From an optimization exercise on the open Yosys and OpenROAD flow, aimed at small area; shortcuts taken in it are not production practice. Where RTL was checked, it was by simulation tests only, not by an equivalence proof against the original. No driver is modelled on the clock port, so clocking that relies on it looks cheaper here than on a real chip. Power and IR drop assume default switching activity.

// ram_burst_ctrl
module ram_burst_ctrl #(
  parameter int DATA_W = 32,
  parameter int ADDR_W = 9,
  parameter int BURST  = 16
) (
  input  logic                       clk,
  input  logic                       rst,
  input  logic                       cmd_valid,
  output logic                       cmd_ready,
  input  logic                       cmd_we,
  input  logic [ADDR_W-1:0]          cmd_addr,
  input  logic [5:0]                 cmd_len,
  input  logic                       wr_valid,
  output logic                       wr_ready,
  input  logic [DATA_W-1:0]          wr_data,
  output logic                       rd_valid,
  input  logic                       rd_ready,
  output logic [DATA_W-1:0]          rd_data,
  output logic                       rd_last,
  output logic                       busy,
  output logic                       done,
  output logic                       err,
  output logic                       ram_we,
  output logic [ADDR_W-1:0]          ram_addr,
  output logic [$clog2(BURST)-1:0]   ram_cnt,
  output logic [DATA_W*BURST-1:0]    ram_wdata,
  input  logic [DATA_W*BURST-1:0]    ram_rdata
);
Size: roughly 800 cells after synthesis, roughly 540 flip-flops, roughly 1,100 I/O pins, ~17,000 um^2 of cells after synthesis.
Settings: LEC_CHECK=0, CAP_MARGIN=40, CORE_AREA=4 4 416 416, DIE_AREA=0 0 420 420, SLEW_MARGIN=40; clock period 7.0 ns.
standard.sh (not shown) runs the stock make flow with config.mk's settings and CLKGATE_MAP_FILE= SYNTH_SCRIPT=/design/flow/synth_recipe.tcl, a recipe that flattens the netlist after the stock synthesis.
==> flow/flow/run.sh <==
#!/bin/bash
# Standard layout, with the port buffers made from the smallest buffer cell and a leaner clock tree.
set -e
export BUFFER_PORTS_ARGS="-buffer_cell sky130_fd_sc_hd__buf_1"
export CTS_ARGS="-sink_clustering_enable -repair_clock_nets -dont_use_dummy_load -buf_list sky130_fd_sc_hd__clkbuf_8 -sink_clustering_size 30"
bash standard.sh > standard.log 2>&1
The starting point produced a clean layout.
Then changed:
==> flow/flow/run.sh (replaced) <==
#!/bin/bash
# Standard layout, with the port buffers made from the smallest buffer cell.
set -e
cp standard.sh standard_sh.txt.log 2>/dev/null || true
export BUFFER_PORTS_ARGS="-buffer_cell sky130_fd_sc_hd__buf_1"
bash standard.sh > standard.log 2>&1
Outcome: Core utilization is higher by 0.39 points; final area is higher by 2.7%; critical path depth stays the same; non-clock buffer count does not change; setup slack is better by 43 ps; worst hold slack barely changes.

* * *

The RTL this note starts from:
==> flow/design.v <==
module ram_burst_ctrl #(
  parameter int DATA_W = 32,
  parameter int ADDR_W = 9,
  parameter int BURST  = 16
) (
  input  logic                       clk,
  input  logic                       rst,
  input  logic                       cmd_valid,
  output logic                       cmd_ready,
  input  logic                       cmd_we,
  input  logic [ADDR_W-1:0]          cmd_addr,
  input  logic [5:0]                 cmd_len,
  input  logic                       wr_valid,
  output logic                       wr_ready,
  input  logic [DATA_W-1:0]          wr_data,
  output logic                       rd_valid,
  input  logic                       rd_ready,
  output logic [DATA_W-1:0]          rd_data,
  output logic                       rd_last,
  output logic                       busy,
  output logic                       done,
  output logic                       err,
  output logic                       ram_we,
  output logic [ADDR_W-1:0]          ram_addr,
  output logic [$clog2(BURST)-1:0]   ram_cnt,
  output logic [DATA_W*BURST-1:0]    ram_wdata,
  input  logic [DATA_W*BURST-1:0]    ram_rdata
);
  localparam logic [2:0] S_IDLE   = 3'd0;
  localparam logic [2:0] S_WFILL  = 3'd1;
  localparam logic [2:0] S_WBURST = 3'd2;
  localparam logic [2:0] S_RISSUE = 3'd3;
  localparam logic [2:0] S_RWAIT  = 3'd4;
  localparam logic [2:0] S_RDRAIN = 3'd5;
  logic [2:0]        r_state;
  logic [ADDR_W:0]   r_addr;    
  logic [5:0]        r_left;    
  logic [3:0]        r_idx;     
  logic              r_ended;   
  logic              r_err;
  logic [DATA_W-1:0] r_wbuf [BURST-1];
  logic [DATA_W-1:0] r_wlast;
  function automatic logic [4:0] f_inc4(input logic [3:0] x, input logic ci);
    logic c;
    c = ci;
    for (int i = 0; i < 4; i++) begin
      f_inc4[i] = x[i] ^ c;
      c = c & x[i];
    end
    f_inc4[4] = c;
  endfunction
  function automatic logic [5:0] f_inc6(input logic [5:0] x, input logic ci);
    logic c;
    c = ci;
    for (int i = 0; i < 6; i++) begin
      f_inc6[i] = x[i] ^ c;
      c = c & x[i];
    end
  endfunction
  function automatic logic [5:0] f_dec6(input logic [5:0] x, input logic bi);
    logic b;
    b = bi;
    for (int i = 0; i < 6; i++) begin
      f_dec6[i] = x[i] ^ b;
      b = b & ~x[i];
    end
  endfunction
  logic w_idle, w_fill, w_drain, w_wburst, w_accept;
  logic w_wr_hs, w_rd_hs, w_hs, w_last, w_wdone, w_idx15, w_chunk_end;
  logic w_cmd_oor, w_cnt_clamp;
  logic [4:0]      w_lo_inc;
  logic [ADDR_W:0] w_addr_inc;
  logic [3:0]      w_cnt;
  assign w_idle      = (r_state == S_IDLE);
  assign w_fill      = (r_state == S_WFILL);
  assign w_drain     = (r_state == S_RDRAIN);
  assign w_wburst    = (r_state == S_WBURST);
  assign w_accept    = w_idle && cmd_valid;
  assign w_wr_hs     = w_fill && wr_valid;
  assign w_rd_hs     = w_drain && rd_ready;
  assign w_hs        = w_wr_hs || w_rd_hs;
  assign w_last      = (r_left == '0);
  assign w_wdone     = r_left[5] && r_left[4];
  assign w_idx15     = (r_idx == 4'd15);
  assign w_chunk_end = w_idx15 || w_last;
  assign w_lo_inc   = f_inc4(r_addr[3:0], w_rd_hs);
  assign w_addr_inc = {f_inc6(r_addr[ADDR_W:4], w_lo_inc[4] | r_ended), w_lo_inc[3:0]};
  always_comb begin
    logic c;
    c = 1'b0;
    for (int i = 0; i < 6; i++) c = (cmd_addr[i] & cmd_len[i]) | (c & cmd_addr[i]) | (c & cmd_len[i]);
    w_cmd_oor = c & (&cmd_addr[8:6]);
  end
  always_ff @(posedge clk) begin
    if (rst) begin
      r_state <= S_IDLE;
      r_ended <= 1'b0;
      r_err   <= 1'b0;
    end else begin
      r_ended <= w_wburst || (w_rd_hs && w_last);
      case (r_state)
        S_IDLE: begin
          if (cmd_valid) begin
            r_err   <= w_cmd_oor;
            r_state <= cmd_we ? S_WFILL : S_RISSUE;
          end
        end
        S_WFILL:  if (wr_valid && w_chunk_end) r_state <= S_WBURST;
        S_WBURST: begin
          r_state <= w_wdone ? S_IDLE : S_WFILL;
        end
        S_RISSUE: r_state <= S_RWAIT;
        S_RWAIT:  r_state <= S_RDRAIN;
        S_RDRAIN: begin
          if (rd_ready) begin
            if (w_last) begin
              r_state <= S_IDLE;
            end else if (w_idx15) begin
              r_state <= S_RISSUE;
            end
          end
        end
        default: r_state <= S_IDLE;
      endcase
    end
  end
  always_ff @(posedge clk) begin
    r_addr <= w_accept ? {1'b0, cmd_addr} : w_addr_inc;
    r_left <= w_accept ? cmd_len : f_dec6(r_left, w_hs);
    r_idx  <= w_accept ? 4'd0 : f_inc4(r_idx, w_hs);
  end
  generate
    for (genvar gi = 0; gi < BURST - 1; gi++) begin : g_word
      always_ff @(posedge clk)
        if (w_wr_hs && (r_idx == gi)) r_wbuf[gi] <= wr_data;
      assign ram_wdata[gi*DATA_W +: DATA_W] = r_wbuf[gi];
    end
  endgenerate
  always_ff @(posedge clk) r_wlast <= wr_data;
  assign ram_wdata[(BURST-1)*DATA_W +: DATA_W] = r_wlast;
  assign w_cnt = {r_idx[3] ^ ~(r_idx[2] | r_idx[1] | r_idx[0]), r_idx[2] ^ ~(r_idx[1] | r_idx[0]),
                  ~(r_idx[1] ^ r_idx[0]), ~r_idx[0]};
  always_comb begin
    logic c;
    c = 1'b0;
    for (int i = 0; i < 4; i++) c = (r_addr[i] & w_cnt[i]) | (c & (r_addr[i] | w_cnt[i]));
    w_cnt_clamp = c & (&r_addr[ADDR_W-1:4]);
  end
  assign cmd_ready = w_idle;
  assign busy      = !w_idle;
  assign wr_ready  = w_fill;
  assign rd_valid  = w_drain;
  assign rd_data   = r_addr[ADDR_W] ? '0 : ram_rdata[DATA_W-1:0];
  assign rd_last   = w_last;
  assign done      = w_idle && r_ended;
  assign err       = r_err;
  assign ram_we    = w_wburst && !r_addr[ADDR_W];
  assign ram_addr  = w_addr_inc[ADDR_W-1:0];
  assign ram_cnt   = w_cnt_clamp ? ~r_addr[3:0] : w_cnt;
endmodule
Settings: LEC_CHECK=0, CAP_MARGIN=10, CORE_AREA=4 4 216 216, DIE_AREA=0 0 220 220, SLEW_MARGIN=10; clock period 7.0 ns.
==> flow/flow/run.sh <==
#!/bin/bash
# Standard layout, with the port buffers made from the smallest buffer cell and a leaner clock tree.
set -e
export BUFFER_PORTS_ARGS="-buffer_cell sky130_fd_sc_hd__buf_1"
export PLACE_PINS_ARGS="-min_distance 1 -min_distance_in_tracks"
export REMOVE_ABC_BUFFERS=1
export RECOVER_POWER=100
export POST_GLOBAL_ROUTE_TCL="$(pwd)/flow/repair.tcl"
export CTS_ARGS="-sink_clustering_enable -repair_clock_nets -dont_use_dummy_load -buf_list sky130_fd_sc_hd__clkbuf_16 -sink_clustering_size 30 -sink_clustering_max_diameter 110"
bash standard.sh > standard.log 2>&1
==> flow/flow/repair.tcl <==
# After the global route step's power recovery (which downsizes gates with slack to
# spare): repair the slew and capacitance limits that downsizing broke, then legalize and
# reroute the changed nets and rewrite the route guides for detailed routing.
log_cmd global_route -start_incremental
repair_design_helper
log_cmd detailed_placement
log_cmd global_route -end_incremental
log_cmd estimate_parasitics -global_routing
write_guides $::env(RESULTS_DIR)/route.guide
Change:
--- a/flow/flow/run.sh
+++ b/flow/flow/run.sh
@@ -7,2 +6,0 @@
-export RECOVER_POWER=100
-export POST_GLOBAL_ROUTE_TCL="$(pwd)/flow/repair.tcl"
CORE_AREA = 4 4 181 181   (was 4 4 216 216)
DIE_AREA = 0 0 185 185   (was 0 0 220 220)
removed: flow/flow/repair.tcl
=> Cell area shrinks by 2.1%; sequential power stays flat; non-clock buffer count is lower by 16; total power stays flat; clock power went down by about 3%; count of clock-buffer cells in the layout goes down by 1.
Change:
CORE_AREA = 4 4 216 216   (was 4 4 181 181)
DIE_AREA = 0 0 220 220   (was 0 0 185 185)
Effect:
- first-iteration DRC count is about the same
- die area rose by well over a third
- cell count rose by roughly a tenth
- design area rose slightly
- worst setup slack degrades by 86 ps
- maximum frequency fell slightly
- worst hold slack improves by 22 ps
Change:
CORE_AREA = 4 4 168 168   (was 4 4 216 216)
DIE_AREA = 0 0 172 172   (was 0 0 220 220)
Now the flow failed in 5_1_grt (GRT-0116).
Area after synthesis is unchanged.
Synthesized cell count stays the same.
Change:
--- a/flow/flow/run.sh
+++ b/flow/flow/run.sh
@@ -6,0 +7 @@
+export POST_CTS_TCL="$(pwd)/flow/recover.tcl"
==> flow/flow/recover.tcl (new file) <==
# After clock tree synthesis: downsize gates that have timing slack to spare; the global
# route step's repair_design then fixes any slew or capacitance limit this breaks.
log_cmd estimate_parasitics -placement
log_cmd repair_timing -recover_power 100 -verbose
log_cmd detailed_placement
CORE_AREA = 4 4 216 216   (was 4 4 168 168)
DIE_AREA = 0 0 220 220   (was 0 0 172 172)
This time the run passed the timing, DRC and antenna checks.
Area after synthesis stays the same.
Synthesized cell count does not change.
Change:
--- a/flow/flow/run.sh
+++ b/flow/flow/run.sh
@@ -7 +6,0 @@
-export POST_CTS_TCL="$(pwd)/flow/recover.tcl"
CORE_AREA = 4 4 196 196   (was 4 4 216 216)
DIE_AREA = 0 0 200 200   (was 0 0 220 220)
removed: flow/flow/recover.tcl
After rerunning: Sequential share of layout area rose by 1.2 points. Worst setup slack gets worse by 87 ps. Cell count is lower by about 7%. Flip-flop and latch count stays the same. Area after synthesis stays the same. Register-to-register slack got worse by 120 ps. Clock power goes down by about 3%. Clock-buffer cell count goes down by 1. Maximum frequency fell by about 1.6%. Die area came out lower by about 17%.

* * *

Setup of before:
ram_burst_ctrl, a different RTL version from the one above (not shown whole).
For scale: ~740 cells after synthesis, about 540 flip-flops, roughly 0.017 mm² of cells after synthesis.
export LEC_CHECK = 0
export CAP_MARGIN = 10
export CORE_AREA = 4 4 181 181
export DIE_AREA = 0 0 185 185
export SLEW_MARGIN = 10
create_clock -name core_clock -period 7.0 [get_ports {clk}]
==> flow/flow/run.sh <==
#!/bin/bash
# Layout flow: the standard ORFS flow (standard.sh) with these changes, none of which
# touches the registers, the constraints or the measurement:
#  - synthesis maps the logic with an area-oriented ABC script (flow/abc_area.script, used
#    through a copy of the ORFS scripts folder); registers are mapped before ABC runs, so
#    they are exactly the standard synthesis's;
#  - the buffers ABC inserted are removed before placement;
#  - every port still gets a buffer, made from the smallest buffer cell (buf_1);
#  - pins may sit one routing track apart, so a small die holds all 1132 ports;
#  - the clock tree uses clkbuf_16 leaves driving up to 30 registers each, with no dummy loads.
# Each tool's full output goes to ORFS's per-step logs under orfs/logs/ and to the *.log
# files written here.
set -e
rm -rf scripts_abc
cp -r "$FLOW_HOME/scripts" scripts_abc
cp flow/abc_area.script scripts_abc/abc_area.script
export BUFFER_PORTS_ARGS="-buffer_cell sky130_fd_sc_hd__buf_1"
export PLACE_PINS_ARGS="-min_distance 1 -min_distance_in_tracks"
export REMOVE_ABC_BUFFERS=1
export POST_RESIZE_TCL="$(pwd)/flow/downsize.tcl"
export CTS_ARGS="-sink_clustering_enable -repair_clock_nets -dont_use_dummy_load -buf_list sky130_fd_sc_hd__clkbuf_16 -sink_clustering_size 30 -sink_clustering_max_diameter 85"
bash standard.sh ABC_AREA=1 SCRIPTS_DIR="$(pwd)/scripts_abc" synth > standard_synth.log 2>&1
bash standard.sh > standard.log 2>&1
Other scripts of this flow, unchanged in this note and not shown: flow/flow/abc_area.script, flow/flow/downsize.tcl
Setup changes, before to after
--- a/flow/flow/run.sh
+++ b/flow/flow/run.sh
@@ -6,4 +6,7 @@
 #    they are exactly the standard synthesis's;
 #  - the buffers ABC inserted are removed before placement;
+#  - after placement's repair_design, flow/downsize.tcl gives each gate and buffer it (or ABC)
+#    sized up the smallest drive strength that still meets every slew and capacitance limit
+#    with margin (registers and clock cells untouched);
 #  - every port still gets a buffer, made from the smallest buffer cell (buf_1);
 #  - pins may sit one routing track apart, so a small die holds all 1132 ports;
@@ -19,5 +22,5 @@
 export REMOVE_ABC_BUFFERS=1
 export POST_RESIZE_TCL="$(pwd)/flow/downsize.tcl"
-export CTS_ARGS="-sink_clustering_enable -repair_clock_nets -dont_use_dummy_load -buf_list sky130_fd_sc_hd__clkbuf_16 -sink_clustering_size 30 -sink_clustering_max_diameter 85"
-bash standard.sh ABC_AREA=1 SCRIPTS_DIR="$(pwd)/scripts_abc" synth > standard_synth.log 2>&1
+export CTS_ARGS="-sink_clustering_enable -repair_clock_nets -dont_use_dummy_load -buf_list sky130_fd_sc_hd__clkbuf_16 -sink_clustering_size 30 -sink_clustering_max_diameter 75"
+bash standard.sh ABC_AREA=1 SCRIPTS_DIR="$(pwd)/scripts_abc" ADDER_MAP_FILE= synth > standard_synth.log 2>&1
 bash standard.sh > standard.log 2>&1
## What came out
- On share of the core filled with cells in the final layout, before and after are neck and neck.
- The fraction of cell area in non-clock buffers of before and that of after are within noise of each other.
- Diff after..before | proportion of cell area occupied by registers | negligible

* * *

Another version of the RTL of ram_burst_ctrl (not shown whole).
Size: roughly 540 flip-flops, roughly 1,100 I/O pins, roughly 17,000 µm² of cells after synthesis.
clock: 7.0 ns
lec_check: 0
cap_margin: 40
core_area: 4 4 246 246
die_area: 0 0 250 250
slew_margin: 40
==> flow/flow/run.sh <==
#!/bin/bash
# Standard layout, with the port buffers made from the smallest buffer cell and a leaner clock tree.
set -e
export BUFFER_PORTS_ARGS="-buffer_cell sky130_fd_sc_hd__buf_1"
export PLACE_PINS_ARGS="-min_distance 1 -min_distance_in_tracks"
export CTS_ARGS="-sink_clustering_enable -repair_clock_nets -dont_use_dummy_load -buf_list sky130_fd_sc_hd__clkbuf_16 -sink_clustering_size 30 -sink_clustering_max_diameter 80"
bash standard.sh > standard.log 2>&1
The first run produced a clean layout.
Rerun with:
--- a/flow/flow/run.sh
+++ b/flow/flow/run.sh
@@ -6 +6 @@
-export CTS_ARGS="-sink_clustering_enable -repair_clock_nets -dont_use_dummy_load -buf_list sky130_fd_sc_hd__clkbuf_16 -sink_clustering_size 30 -sink_clustering_max_diameter 80"
+export CTS_ARGS="-sink_clustering_enable -repair_clock_nets -dont_use_dummy_load -buf_list sky130_fd_sc_hd__clkbuf_16 -sink_clustering_size 40 -sink_clustering_max_diameter 60"
Outcome:
- The changed run passed the timing, DRC and antenna checks
- area after synthesis stays the same
- wire length came out higher slightly
- total power grows by a few percent
- worst setup slack degrades by 0.0031 ns
- clock power increases by about a fifth
- final area climbs slightly
- final cell count rose slightly
- register-to-register slack hardly moves
Rerun with:
--- a/flow/flow/run.sh
+++ b/flow/flow/run.sh
@@ -6 +6 @@
-export CTS_ARGS="-sink_clustering_enable -repair_clock_nets -dont_use_dummy_load -buf_list sky130_fd_sc_hd__clkbuf_16 -sink_clustering_size 40 -sink_clustering_max_diameter 60"
+export CTS_ARGS="-sink_clustering_enable -repair_clock_nets -dont_use_dummy_load -buf_list sky130_fd_sc_hd__clkbuf_16 -sink_clustering_size 30 -sink_clustering_max_diameter 80"
Settings changed: CAP_MARGIN 40 to 10, SLEW_MARGIN 40 to 10.
After rerunning: The changed run passed the timing, DRC and antenna checks. Via count is lower slightly. Final area is lower slightly. Synthesized area does not change. Total power is lower by a few percent. Setup slack gets worse by 0.013 ns. Core utilization is lower by 0.54 points. Hold slack gets better by 0.0032 ns. Routed wire length stays flat. Critical path depth stays the same.
No run of this note included a check of the RTL's function; only the layout flow was run.

[port drivers added, routing unchanged]
In the flow no input, the clock included, has a driving cell. The finished layouts below were timed again as built, in two steps. Step 1: set_driving_cell puts a clkbuf_16 on clk and a buf_2 on each other input, an assumption about the parent block. Step 2, shift: input delay + t, output delay - t, t = (earliest + latest rising clock arrival at the registers) / 2. This alone moves slack from input paths to output paths. Three values: ideal, step 1, step 2; two values: the first two.
| run | t, ns | setup slack, ns | hold WS [ns] |
|---|---|---|---|
| the first run of note 1 | 0.744 | 2.080 / 2.028 / 2.772 | 0.508 / 0.508 / 0.508 |
| the second run of note 1 | 0.684 | 2.123 / 2.069 / 2.753 | 0.510 / 0.510 / 0.510 |
| the first run of note 2 | 0.590 | 1.651 / 1.613 / 1.613 | 0.521 / 0.521 / 0.521 |
| the second run of note 2 | 0.591 | 1.747 / 1.677 / 1.677 | 0.498 / 0.498 / 0.498 |
| the third run of note 2 | 0.591 | 1.660 / 1.623 / 1.623 | 0.520 / 0.520 / 0.520 |
| the fifth run of note 2 | 0.592 | 1.642 / 1.605 / 1.605 | 0.520 / 0.520 / 0.520 |
| the sixth run of note 2 | 0.593 | 1.555 / 1.498 / 1.498 | 0.525 / 0.525 / 0.525 |
| before | 0.603 | 1.757 / 1.705 / 1.717 | 0.524 / 0.524 / 0.524 |
| after | 0.587 | 1.958 / 1.896 / 1.896 | 0.515 / 0.515 / 0.515 |
| the first run of note 4 | 0.601 | 1.432 / 1.389 / 1.389 | 0.580 / 0.580 / 0.580 |
| the second run of note 4 | 0.575 | 1.429 / 1.384 / 1.384 | 0.556 / 0.556 / 0.556 |
| the third run of note 4 | 0.604 | 1.416 / 1.369 / 1.369 | 0.560 / 0.560 / 0.560 |
After both steps setup and hold are still met in every run listed. The setup slack of the second run of note 2, which loses most, moves by -0.070 ns with the drivers and by -0.070 ns with both steps.
